What follows belongs to an exercise in optimizing a design on an open flow for small area, a short achievable clock period and few clock cycles per item; a production flow would make more cautious choices. At most, simulation tests tie the RTL to the original design; equivalence was not proved. Function not checked in run 2: the RTL went through the layout flow alone.

`flow/design.v`:
```
package inv_salsa20_core_pkg;
  typedef logic [31:0] word_t;
  localparam int ROT_A = 18;
  localparam int ROT_D = 13;
  localparam int ROT_C = 9;
  localparam int ROT_B = 7;
  localparam logic [63:0] ROW_IDX = {4'd14, 4'd13, 4'd12, 4'd15, 4'd9, 4'd8, 4'd11, 4'd10,
                                          4'd4, 4'd7, 4'd6, 4'd5, 4'd3, 4'd2, 4'd1, 4'd0};
  localparam logic [63:0] COL_IDX = {4'd11, 4'd7, 4'd3, 4'd15, 4'd6, 4'd2, 4'd14, 4'd10,
                                          4'd1, 4'd13, 4'd9, 4'd5, 4'd12, 4'd8, 4'd4, 4'd0};
  function automatic [3:0] row_idx(input integer j);
    row_idx = ROW_IDX[4*j +: 4];
  endfunction
  function automatic [3:0] col_idx(input integer j);
    col_idx = COL_IDX[4*j +: 4];
  endfunction
  function automatic [31:0] rotl(input [31:0] x, input integer n);
    rotl = (x << n) | (x >> (32 - n));
  endfunction
endpackage
module inv_quarter_round
(
  input  logic [31:0] i_a,
  input  logic [31:0] i_b,
  input  logic [31:0] i_c,
  input  logic [31:0] i_d,
  output logic [31:0] o_a,
  output logic [31:0] o_b,
  output logic [31:0] o_c,
  output logic [31:0] o_d
);
  logic [31:0] w_a, w_c, w_d;
  assign w_a = i_a ^ inv_salsa20_core_pkg::rotl(i_d + i_c, inv_salsa20_core_pkg::ROT_A);
  assign w_d = i_d ^ inv_salsa20_core_pkg::rotl(i_c + i_b, inv_salsa20_core_pkg::ROT_D);
  assign w_c = i_c ^ inv_salsa20_core_pkg::rotl(i_b + w_a, inv_salsa20_core_pkg::ROT_C);
  assign o_b = i_b ^ inv_salsa20_core_pkg::rotl(w_a + w_d, inv_salsa20_core_pkg::ROT_B);
  assign o_a = w_a;
  assign o_c = w_c;
  assign o_d = w_d;
endmodule
module inv_salsa20_core
#(
  parameter int ROUNDS = 20
) (
  input  logic         clk,
  input  logic         rst_n,
  input  logic         in_valid,
  output logic         in_ready,
  input  logic [511:0] data_in,
  output logic         out_valid,
  input  logic         out_ready,
  output logic [511:0] data_out,
  output logic         busy
);
  localparam int CW = $clog2(ROUNDS + 1);
  localparam logic [CW-1:0] LAST = CW'(ROUNDS - 1);
  localparam logic [1:0] IDLE = 2'd0, RUN = 2'd1, DONE = 2'd2;
  logic [1:0]        r_fsm;
  logic [511:0]      r_st, r_out;
  logic [CW-1:0]     r_cnt;
  logic              r_in_ready, r_out_valid, r_busy;
  logic [15:0][31:0] w_cur, w_nxt;
  logic [15:0][31:0] w_qi, w_qo;
  assign w_cur = r_st;
  always_comb begin
    for (int j = 0; j < 16; j++)
      w_qi[j] = w_cur[r_cnt[0] ? inv_salsa20_core_pkg::col_idx(j) : inv_salsa20_core_pkg::row_idx(j)];
  end
  for (genvar g = 0; g < 4; g++) begin : g_qr
    inv_quarter_round u_qr (
      .i_a(w_qi[4*g+0]), .i_b(w_qi[4*g+1]), .i_c(w_qi[4*g+2]), .i_d(w_qi[4*g+3]),
      .o_a(w_qo[4*g+0]), .o_b(w_qo[4*g+1]), .o_c(w_qo[4*g+2]), .o_d(w_qo[4*g+3])
    );
  end
  always_comb begin
    w_nxt = w_cur;
    for (int j = 0; j < 16; j++)
      w_nxt[r_cnt[0] ? inv_salsa20_core_pkg::col_idx(j) : inv_salsa20_core_pkg::row_idx(j)] = w_qo[j];
  end
  always_ff @(posedge clk or negedge rst_n) begin
    if (!rst_n) begin
      r_fsm       <= IDLE;
      r_cnt       <= '0;
      r_in_ready  <= 1'b1;
      r_out_valid <= 1'b0;
      r_busy      <= 1'b0;
    end else begin
      case (r_fsm)
        IDLE: if (in_valid) begin
          r_cnt      <= '0;
          r_fsm      <= RUN;
          r_in_ready <= 1'b0;
          r_busy     <= 1'b1;
        end
        RUN: begin
          r_cnt <= r_cnt + CW'(1);
          if (r_cnt == LAST) begin
            r_fsm       <= DONE;
            r_out_valid <= 1'b1;
            r_busy      <= 1'b0;
          end
        end
        DONE: if (out_ready) begin
          r_fsm       <= IDLE;
          r_out_valid <= 1'b0;
          r_in_ready  <= 1'b1;
        end
        default: r_fsm <= IDLE;
      endcase
    end
  end
  always_ff @(posedge clk) begin
    case (r_fsm)
      IDLE: if (in_valid) r_st <= data_in;
      RUN: begin
        r_st <= w_nxt;
        if (r_cnt == LAST) r_out <= w_nxt;
      end
      default: ;
    endcase
  end
  assign in_ready  = r_in_ready;
  assign out_valid = r_out_valid;
  assign data_out  = r_out;
  assign busy      = r_busy;
endmodule
```
`flow/run.sh`:
```
#!/bin/bash
# synth_recipe.tcl (not shown) runs the flow's synth.tcl, then flattens the netlist and writes it again
# the make line also repeats each setting of config.mk as NAME=value (left out here)
make -C /OpenROAD-flow-scripts/flow DESIGN_CONFIG=/design/flow/config.mk WORK_HOME=/design/flow/orfs CLKGATE_MAP_FILE= SYNTH_SCRIPT=/design/flow/synth_recipe.tcl finish
```
`flow/config.mk`:
```
export PLATFORM = sky130hd
export DESIGN_NAME = inv_salsa20_core
export DESIGN_NICKNAME = inv_salsa20_core
export VERILOG_FILES = /design/flow/design.v
export SDC_FILE = /design/flow/constraint.sdc
export NUM_CORES = 4
export LEC_CHECK = 0
export CAP_MARGIN = 20
export CORE_MARGIN = 2
export CORE_UTILIZATION = 40
export SLEW_MARGIN = 20
```
`flow/constraint.sdc`:
```
create_clock -name core_clock -period 11.0 [get_ports {clk}]
set_input_delay 2.2000 -clock core_clock [delete_from_list [all_inputs] [get_ports {clk}]]
set_output_delay 2.2000 -clock core_clock [all_outputs]
set_load 0.01 [all_outputs]
```
==> results.sh, run 1 <==
export IMPL_status="no timing/DRC/antenna violations"
export IMPL_netlist_area_leader_share_pct=40.3
export IMPL_synth_seq_cells=1034
export IMPL_drtIter0Drc=8742
export IMPL_drc=0
export IMPL_ant_nets=0
export IMPL_critPathBufInv=1
export IMPL_final_util_pct=49.4
export IMPL_clk_latency_ps=810
export IMPL_synthTopCellsByArea="edfxtp_1, ha_1, mux2_2, nand2_1, xnor2_1"
export IMPL_start_util_pct=40.2
export IMPL_cts_made_buffers=116
export IMPL_ctsResizeCount=0
export IMPL_synth_edf_count=1024
export IMPL_die_height_um=441
export IMPL_tightest_slew_ps=1340
export IMPL_ys_flop_type="edfxtp_1"
export IMPL_critPathMaxStageDelay_ps=900
export IMPL_cp_top_family="compound AO/OA/AOI/OAI gates"
export IMPL_layout_drive_gt1_share_pct=11.1
export IMPL_cts_setup_buffers=0
export IMPL_holdPathStages=2
export IMPL_hp_class="flop to flop"
export IMPL_grt_total_usage_pct=42.0
export IMPL_dr_pass1_iters=8
export IMPL_worstPathRequired_ps=11540
export IMPL_design_core_area_mm2=0.190
export IMPL_slew_violations=0
export IMPL_endpoint_kind="flop"
export IMPL_async_flop_share_pct=0.967
export IMPL_ys_warn_count=2
export IMPL_rsz0062_at_grt="false"
export IMPL_arrival_ps=10590
export IMPL_gp_congestion=1.11
export IMPL_grt_max_degree=131
export IMPL_rr_worst_depth=27
export IMPL_crit_type="flop to flop"
export IMPL_regToRegStartpoint="r_cnt[0]"
export IMPL_skew_ps=37.9
export IMPL_critical_path_depth=27
export IMPL_portBuffers=1030
export IMPL_max_clock_freq_ghz=0.0994
export IMPL_fp_dieW_um=441
export IMPL_cts_path_max_buffers=3
export IMPL_setup_tns_ps=0
export IMPL_ctsRootBufferMaster="clkbuf_16"
export IMPL_hold_buffers=0
export IMPL_cts_clk_slew_worst_paths_ps=60
export IMPL_dp_hpwl_um=358000
export IMPL_yosysTopAreaCell="edfxtp_1"
export IMPL_placed_cell_area_mm2=0.0899
export IMPL_antenna_found_initial=58
export IMPL_viasPerCell=6.10
export IMPL_whs_ps=524
export IMPL_syn_nets=8256
export IMPL_finalHoldViolations=0
export IMPL_drv_cap=0
export IMPL_min_delay_start="r_in_ready"
export IMPL_grt_pass1_vias=61755
export IMPL_finalNetCount=9272
export IMPL_finalSetupViolCount=0
export IMPL_syn_to_final_growth_pct=22.9
export IMPL_synth_sequential_area_ratio_pct=40.6
export IMPL_overflow=0
export IMPL_min_to="r_in_ready"
export IMPL_cpMaxStageDelayCell="dfrtp_4"
export IMPL_period_share_pct=91.4
export IMPL_finalCriticalPeriod_ps=10060
export IMPL_r2r_slack_ps=940
export IMPL_numClockSinks=1034
export IMPL_cp_start_kind="flop"
export IMPL_synthDistinctLibCells=90
export IMPL_r2r_end="r_st[423]"
export IMPL_cts_tree="yes"
export IMPL_cp_max_fo=60
export IMPL_syn_area_per_cell_um2=10.6
export IMPL_dr_total_vias=66344
export IMPL_fillers=17356
export IMPL_cts_max_level=3
export IMPL_crit_top_cell="o21ai_1"
export IMPL_netlist_instances=7231
export IMPL_die_area_mm2=0.194
export IMPL_design_area_mm2=0.0938
export IMPL_rows=160
export IMPL_grt_pass1_wl_um=547000
export IMPL_wl_um=422000
export IMPL_wl_per_cell_um=38.8
export IMPL_boundaryPins=1031
export IMPL_maxSlewHeadroom_pct=9.75
export IMPL_synth_area_mm2=0.0763
-- per-stage QoR --
step	instances	setup slack, ps
2_1_floorplan	7231	204
3_3_place_gp	10640	1400
3_5_place_dp	10640	1370
4_1_cts	10858	1280
5_1_grt	10863	737
6_report	10884	944
-- placed cells by master (no fill, tap or decap), types with 26 or more instances in the layout --
cell type,n
nand3_1,86
a21oi_1,399
o211ai_1,30
xnor3_1,137
or2_2,27
xor3_1,55
clkbuf_16,117
a211oi_1,27
o21bai_1,62
diode_2,26
or3_1,40
mux2i_1,147
o21ai_0,306
xor2_1,264
buf_4,115
a21o_1,230
ha_1,493
edfxtp_1,1024
nor2b_1,45
nor3_1,92
nand2b_1,49
nor2_1,336
and3_1,44
xnor2_1,512
o21a_1,63
a31oi_1,100
nand2_1,1325
mux2_2,537
and2_1,28
inv_1,181
clkdlybuf4s50_1,1030
-- worst max-delay path by stage --
stage	from	endpoint	slack, ps
2_1_floorplan	in_valid	r_st[0]	200
3_3_place_gp	r_cnt[0]	r_st[390]	1400
3_5_place_dp	r_cnt[0]	r_st[423]	1370
4_1_cts	r_cnt[0]	r_st[423]	1280
5_1_grt	r_cnt[0]	r_st[102]	740
6_report	r_cnt[0]	r_st[423]	940
-- final cells by class --
cell class	instances	area, µm²	share of cell area, %
clock buffer	136	3000	3.20
inverter	183	698	0.745
multi-input combinational	5757	43700	46.6
clock inverter	82	796	0.849
sequential	1034	31000	33.1
antenna	26	65.1	0.0694
tap	2511	3140	3.35
timing repair buffer	1155	11400	12.1
-- state kept, by name, indices dropped and copies added (netlist names) --
signal       count
r_fsm            2
r_cnt            5
r_busy           1
r_st           512
r_out_valid      1
r_in_ready       1
r_out          512
-- Yosys cell counts, types with 14 or more instances --
library cell	count
nand2b_1	49
or2_2	27
xnor3_1	137
nand4_1	21
a211oi_1	27
a221o_1	19
edfxtp_1	1024
a21oi_1	399
nor2b_1	45
or3_1	40
xnor2_1	514
o211ai_1	30
o21ai_0	307
fa_1	16
a31oi_1	100
mux2_2	537
nand3_1	86
o21bai_1	62
and2_1	28
mux2i_1	147
nor2_1	340
clkbuf_1	176
o21a_1	63
xor3_1	55
ha_1	493
a21o_1	230
a31o_2	14
buf_1	61
o31ai_1	21
nand2_1	1326
inv_1	183
o21ai_1	17
buf_2	18
nor3_1	92
xor2_1	266
and3_1	44
-- routing by layer --
layer / GRT usage [%] / routed length [µm] / share of wire [%] / up-vias
met2: 64.0 / 184000 / 44 / 4107
met5: 0 / 127 / 0.030 / -
met1: 54.5 / 166000 / 39 / 32982
met3: 7.01 / 35400 / 8.4 / 848
met4: 29.3 / 35700 / 8.5 / 18
li1: - / - / - / 28389
-- cells by family (layout without fill, tap and decap cells) --
family / count (synthesis) / count (layout) / synth area share (%)
adders and majority gates: 513 / 513 / 8.56
other: 0 / 26 / 0
DFF: 1034 / 1034 / 40.6
AOI/OAI and AO/OA: 1457 / 1457 / 12.3
muxes: 684 / 684 / 9.85
buffers and inverters: 440 / 1556 / 2.21
and+or+nand+nor: 2130 / 2130 / 11.8
xor gates and xnor gates: 973 / 973 / 14.7
-- worst reg2reg max path: stages (launching register included) --
cell and delay (ps):
dfrtp_4 900, buf_12 480, mux2_2 470, ha_1 250, fa_1 520, a21o_1 200
a21oi_1 410, o21ai_1 190, a221o_1 380, a21oi_1 370, o21ai_0 220, o21ai_1 260
o21ai_1 240, o41ai_2 470, o21ai_1 240, xnor2_1 570, ha_1 400, and4_1 210
and3_1 190, a221o_1 390, a211oi_1 480, o31ai_1 220, o41ai_1 580, o21ai_0 160
a21oi_1 220, xor2_1 340, mux2i_1 150, mux2_2 300
Testbench counts, summed over its fixed seeds: cycles 8,448, items 384.
==> run 2, diff against run 1 <==
--- a/flow/design.v
+++ b/flow/design.v
@@ -53,17 +53,13 @@
   output logic         busy
 );
-  localparam int CW = $clog2(ROUNDS + 1);
-  localparam logic [CW-1:0] LAST = CW'(ROUNDS - 1);
-  localparam logic [1:0] IDLE = 2'd0, RUN = 2'd1, DONE = 2'd2;
-  logic [1:0]        r_fsm;
-  logic [511:0]      r_st, r_out;
-  logic [CW-1:0]     r_cnt;
-  logic              r_in_ready, r_out_valid, r_busy;
-  logic [15:0][31:0] w_cur, w_nxt;
-  logic [15:0][31:0] w_qi, w_qo;
+  logic [511:0]      r_st;
+  logic [4:0]        r_cnt;
+  logic              r_full, r_done;
+  logic [15:0][31:0] w_cur, w_qi, w_qo, w_nxt;
+  logic              w_free, w_load, w_run;
   assign w_cur = r_st;
   always_comb begin
     for (int j = 0; j < 16; j++)
-      w_qi[j] = w_cur[r_cnt[0] ? inv_salsa20_core_pkg::col_idx(j) : inv_salsa20_core_pkg::row_idx(j)];
+      w_qi[j] = w_cur[inv_salsa20_core_pkg::row_idx(j)];
   end
   for (genvar g = 0; g < 4; g++) begin : g_qr
@@ -74,53 +70,34 @@
   end
   always_comb begin
-    w_nxt = w_cur;
     for (int j = 0; j < 16; j++)
-      w_nxt[r_cnt[0] ? inv_salsa20_core_pkg::col_idx(j) : inv_salsa20_core_pkg::row_idx(j)] = w_qo[j];
+      w_nxt[4*(inv_salsa20_core_pkg::row_idx(j) % 4) + inv_salsa20_core_pkg::row_idx(j) / 4] = w_qo[j];
   end
+  assign w_free = !r_full || (r_done && out_ready);
+  assign w_load = w_free && in_valid;
+  assign w_run  = r_full && !r_done;
   always_ff @(posedge clk or negedge rst_n) begin
     if (!rst_n) begin
-      r_fsm       <= IDLE;
-      r_cnt       <= '0;
-      r_in_ready  <= 1'b1;
-      r_out_valid <= 1'b0;
-      r_busy      <= 1'b0;
-    end else begin
-      case (r_fsm)
-        IDLE: if (in_valid) begin
-          r_cnt      <= '0;
-          r_fsm      <= RUN;
-          r_in_ready <= 1'b0;
-          r_busy     <= 1'b1;
-        end
-        RUN: begin
-          r_cnt <= r_cnt + CW'(1);
-          if (r_cnt == LAST) begin
-            r_fsm       <= DONE;
-            r_out_valid <= 1'b1;
-            r_busy      <= 1'b0;
-          end
-        end
-        DONE: if (out_ready) begin
-          r_fsm       <= IDLE;
-          r_out_valid <= 1'b0;
-          r_in_ready  <= 1'b1;
-        end
-        default: r_fsm <= IDLE;
-      endcase
+      r_full <= 1'b0;
+      r_done <= 1'b0;
+      r_cnt  <= '0;
+    end else if (w_load) begin
+      r_full <= 1'b1;
+      r_done <= 1'b0;
+      r_cnt  <= '0;
+    end else if (w_run) begin
+      r_cnt  <= r_cnt + 5'd1;
+      r_done <= (r_cnt == 5'(ROUNDS - 1));
+    end else if (w_free) begin
+      r_full <= 1'b0;
+      r_done <= 1'b0;
     end
   end
   always_ff @(posedge clk) begin
-    case (r_fsm)
-      IDLE: if (in_valid) r_st <= data_in;
-      RUN: begin
-        r_st <= w_nxt;
-        if (r_cnt == LAST) r_out <= w_nxt;
-      end
-      default: ;
-    endcase
+    if (w_free) r_st <= data_in;
+    else if (w_run) r_st <= w_nxt;
   end
-  assign in_ready  = r_in_ready;
-  assign out_valid = r_out_valid;
-  assign data_out  = r_out;
-  assign busy      = r_busy;
+  assign in_ready  = w_free;
+  assign out_valid = r_done;
+  assign data_out  = r_st;
+  assign busy      = w_run;
 endmodule
==> flow/flow/run.sh (new file) <==
#!/bin/bash
set -euo pipefail
export BUFFER_PORTS_ARGS="-buffer_cell sky130_fd_sc_hd__buf_2"
export SETUP_SLACK_MARGIN=${FLOW_SETUP_MARGIN:-6.3}
bash standard.sh > standard_make.log 2>&1
==> flow/standard.sh (new file) <==
#!/bin/bash
# synth_recipe.tcl (not shown) runs the flow's synth.tcl, then flattens the netlist and writes it again
# the make line also repeats each setting of config.mk as NAME=value (left out here)
make -C /OpenROAD-flow-scripts/flow DESIGN_CONFIG=/design/flow/config.mk WORK_HOME=/design/flow/orfs CLKGATE_MAP_FILE= SYNTH_SCRIPT=/design/flow/synth_recipe.tcl "${@:-finish}"
removed: flow/run.sh
==> results.sh, run 2 <==
export IMPL_design_area_mm2=0.0738
export IMPL_cts_tree="yes"
export IMPL_synth_area_mm2=0.0511
export IMPL_synth_xor_area_share_pct=17.8
export IMPL_crit_type="flop to flop"
export IMPL_whs_ps=579
export IMPL_wl_um=359000
export IMPL_final_common_cell="nand2_1"
export IMPL_synthAdderAreaFrac_pct=12.5
export IMPL_die_height_um=361
export IMPL_grt_max_degree=147
export IMPL_ctsRootBufferMaster="clkbuf_16"
export IMPL_synth_top_family_by_area="compound AO/OA/AOI/OAI gates"
export IMPL_tightest_slew_ps=1360
export IMPL_start_util_pct=40.2
export IMPL_drtIter0Drc=8188
export IMPL_cts_max_level=3
export IMPL_maxSlewHeadroom_pct=8.76
export IMPL_grt_pass1_vias=54838
export IMPL_finalNetCount=8625
export IMPL_arrival_ps=6910
export IMPL_synth_simple_area_share_pct=15.7
export IMPL_cts_path_max_buffers=3
export IMPL_synthTopCellsByArea="edfxtp_1, xnor2_1, ha_1, nand2_1, o21ai_0"
export IMPL_period_share_pct=58.9
export IMPL_cp_start_kind="flop"
export IMPL_layout_drive_gt1_share_pct=37.0
export IMPL_numClockSinks=519
export IMPL_async_flop_share_pct=1.35
export IMPL_synth_sequential_area_ratio_pct=30.5
export IMPL_antenna_found_initial=36
export IMPL_synth_mux_area_share_pct=0.172
export IMPL_drc=0
export IMPL_finalCriticalPeriod_ps=6480
export IMPL_cp_top_family="compound AO/OA/AOI/OAI gates"
export IMPL_endpoint_kind="flop"
export IMPL_yosysTopAreaCell="edfxtp_1"
export IMPL_finalSetupViolCount=0
export IMPL_final_util_pct=58.1
export IMPL_placed_cell_area_mm2=0.0592
export IMPL_crit_top_cell="a21o_1"
export IMPL_skew_ps=39.7
export IMPL_grt_pass1_wl_um=464000
export IMPL_ys_flop_type="edfxtp_1"
export IMPL_drv_cap=0
export IMPL_syn_nets=6879
export IMPL_netlist_instances=5872
export IMPL_status="no timing/DRC/antenna violations"
export IMPL_die_area_mm2=0.131
export IMPL_dp_hpwl_um=280000
export IMPL_critPathMaxStageDelay_ps=560
export IMPL_syn_area_per_cell_um2=8.69
export IMPL_wl_per_cell_um=38.3
export IMPL_synth_common_cells="nand2_1, xnor2_1, edfxtp_1, o21ai_0, ha_1"
export IMPL_max_clock_freq_ghz=0.154
export IMPL_dr_total_vias=59923
export IMPL_synth_compound_area_share_pct=20.8
export IMPL_grt_total_usage_pct=52.3
export IMPL_slew_violations=0
export IMPL_synth_seq_cells=519
export IMPL_rsz0062_at_grt="true"
export IMPL_yosysMostFrequentCell="nand2_1"
export IMPL_ant_nets=0
export IMPL_viasPerCell=6.40
export IMPL_gp_congestion=1.15
export IMPL_ys_warn_count=2
export IMPL_cp_max_fo=4
export IMPL_portBuffers=1030
export IMPL_top_register="r_st"
export IMPL_fillers=11463
export IMPL_syn_to_final_growth_pct=44.6
export IMPL_hp_class="flop to flop"
export IMPL_synth_edf_count=512
export IMPL_dr_pass1_iters=6
export IMPL_finalHoldViolations=0
export IMPL_design_core_area_mm2=0.127
export IMPL_cpMaxStageDelayCell="edfxtp_1"
export IMPL_fp_dieW_um=361
export IMPL_worstPathRequired_ps=11420
export IMPL_setup_tns_ps=0
export IMPL_boundaryPins=1031
export IMPL_largestRegisters="r_st (512), r_cnt (5)"
export IMPL_synthDistinctLibCells=111
export IMPL_final_cell_mix="nand2_1, buf_2, xnor2_1"
export IMPL_clk_latency_ps=710
export IMPL_netlist_area_leader_share_pct=30.1
export IMPL_cts_clk_slew_worst_paths_ps=60
export IMPL_rows=131
export IMPL_largest_reg_flops=512
export IMPL_overflow=0
export IMPL_critPathBufInv=4
export IMPL_cts_made_buffers=73
## run 2: worst reg2reg max path, delay by kind of cell (launching register included)
family / cells / cell delay [ps]
adder cells (fa/ha/maj): 3 / 850
AO/OA/AOI/OAI: 17 / 3620
flip-flops: 1 / 560
buffers and inverters: 4 / 520
AND/OR/NAND/NOR: 2 / 190
XOR/XNOR: 2 / 450
## run 2: layout make-up
class | instances | area [µm²] | share of cell area (%)
flip-flops and latches | 519 | 15500 | 21.1
repair inverters | 4 | 65.1 | 0.0882
clock inverters | 48 | 505 | 0.685
well taps | 1662 | 2080 | 2.82
multi-input cells | 5016 | 40600 | 55.0
diodes | 25 | 62.6 | 0.0848
inverters | 170 | 672 | 0.910
repair buffers | 1834 | 12300 | 16.7
clock buffers | 86 | 1960 | 2.65
## run 2: path summary, 6_finish.rpt
| check | start | to | slack [ps] | cells after the start |
|---|---|---|---|---|
| worst max-delay path | r_st[448] | r_st[232] | 4520 | 28 |
| worst min-delay path | r_cnt[4] | r_done | 580 | 2 |
| worst max register to register | r_st[448] | r_st[232] | 4520 | 28 |
| worst min register to register | r_cnt[4] | r_done | 580 | 2 |
| max in group asynchronous | rst_n | r_cnt[4] | 9520 | 1 |
| min in group asynchronous | rst_n | r_cnt[2] | 1320 | 1 |
## run 2: repair_timing
item | CTS | global route
cloned | 5 | 0
resized for setup | 860 | 446
setup endpoints to repair | 281 | 226
pin swaps | 471 | 351
hold buffers | 0 | 0
setup buffers | 555 | 152
## run 2: layer usage
metal,global-route usage (%),share of wire (%),wire [µm],vias to the layer above
met4,48.3,12,42400,26
met1,62.1,35,125000,28998
met2,75.2,40,145000,4786
li1,-,-,-,24660
met5,0,0.049,177,-
met3,16.3,13,45700,1453
## run 2: per-stage QoR
step / cells / setup slack (ps)
after detailed placement: 8493 / 3810
after global routing: 9342 / 4390
after global placement: 8492 / 3730
after CTS: 9187 / 4620
final: 9364 / 4520
after floorplan: 5872 / 5200
## run 2: logic make-up (layout without fill, tap and decap cells)
group / count (synthesis) / after routing
AND/OR/NAND/NOR: 1815 / 1816
AO/OA/AOI/OAI: 1664 / 1664
XOR/XNOR: 1023 / 1023
flip-flops: 519 / 519
adder cells (fa/ha/maj): 505 / 505
buffers and inverters: 338 / 2142
multiplexers: 8 / 8
other: 0 / 25

## re-timing with driven ports
The flow's constraints put no driver on any port. The routed layouts listed below were extracted and timed again, unchanged, in two steps. Step 1 assumes that a clkbuf_16 drives the clock port and a buf_2 every other input. Step 2 adds t to the input delays and takes it off the output delays; t is the mean of the earliest and latest rising clock arrival at the registers after step 1. Input paths then give back, and output paths get back, about the clock's delay inside the block. Three values: ideal ports, drivers, drivers and shift; two values: the first two.
run | t (ns) | slack for setup (ns) | clock arrival spread, ns | worst data-port slew with drivers (ns)
run 1 | 0.889 | 0.944 / 0.944 / 0.944 | 0.039 / 0.039 | 0.15
run 2 | 0.780 | 4.516 / 4.516 / 4.516 | 0.041 / 0.041 | 0.09
After both steps setup and hold are still met in every run listed.
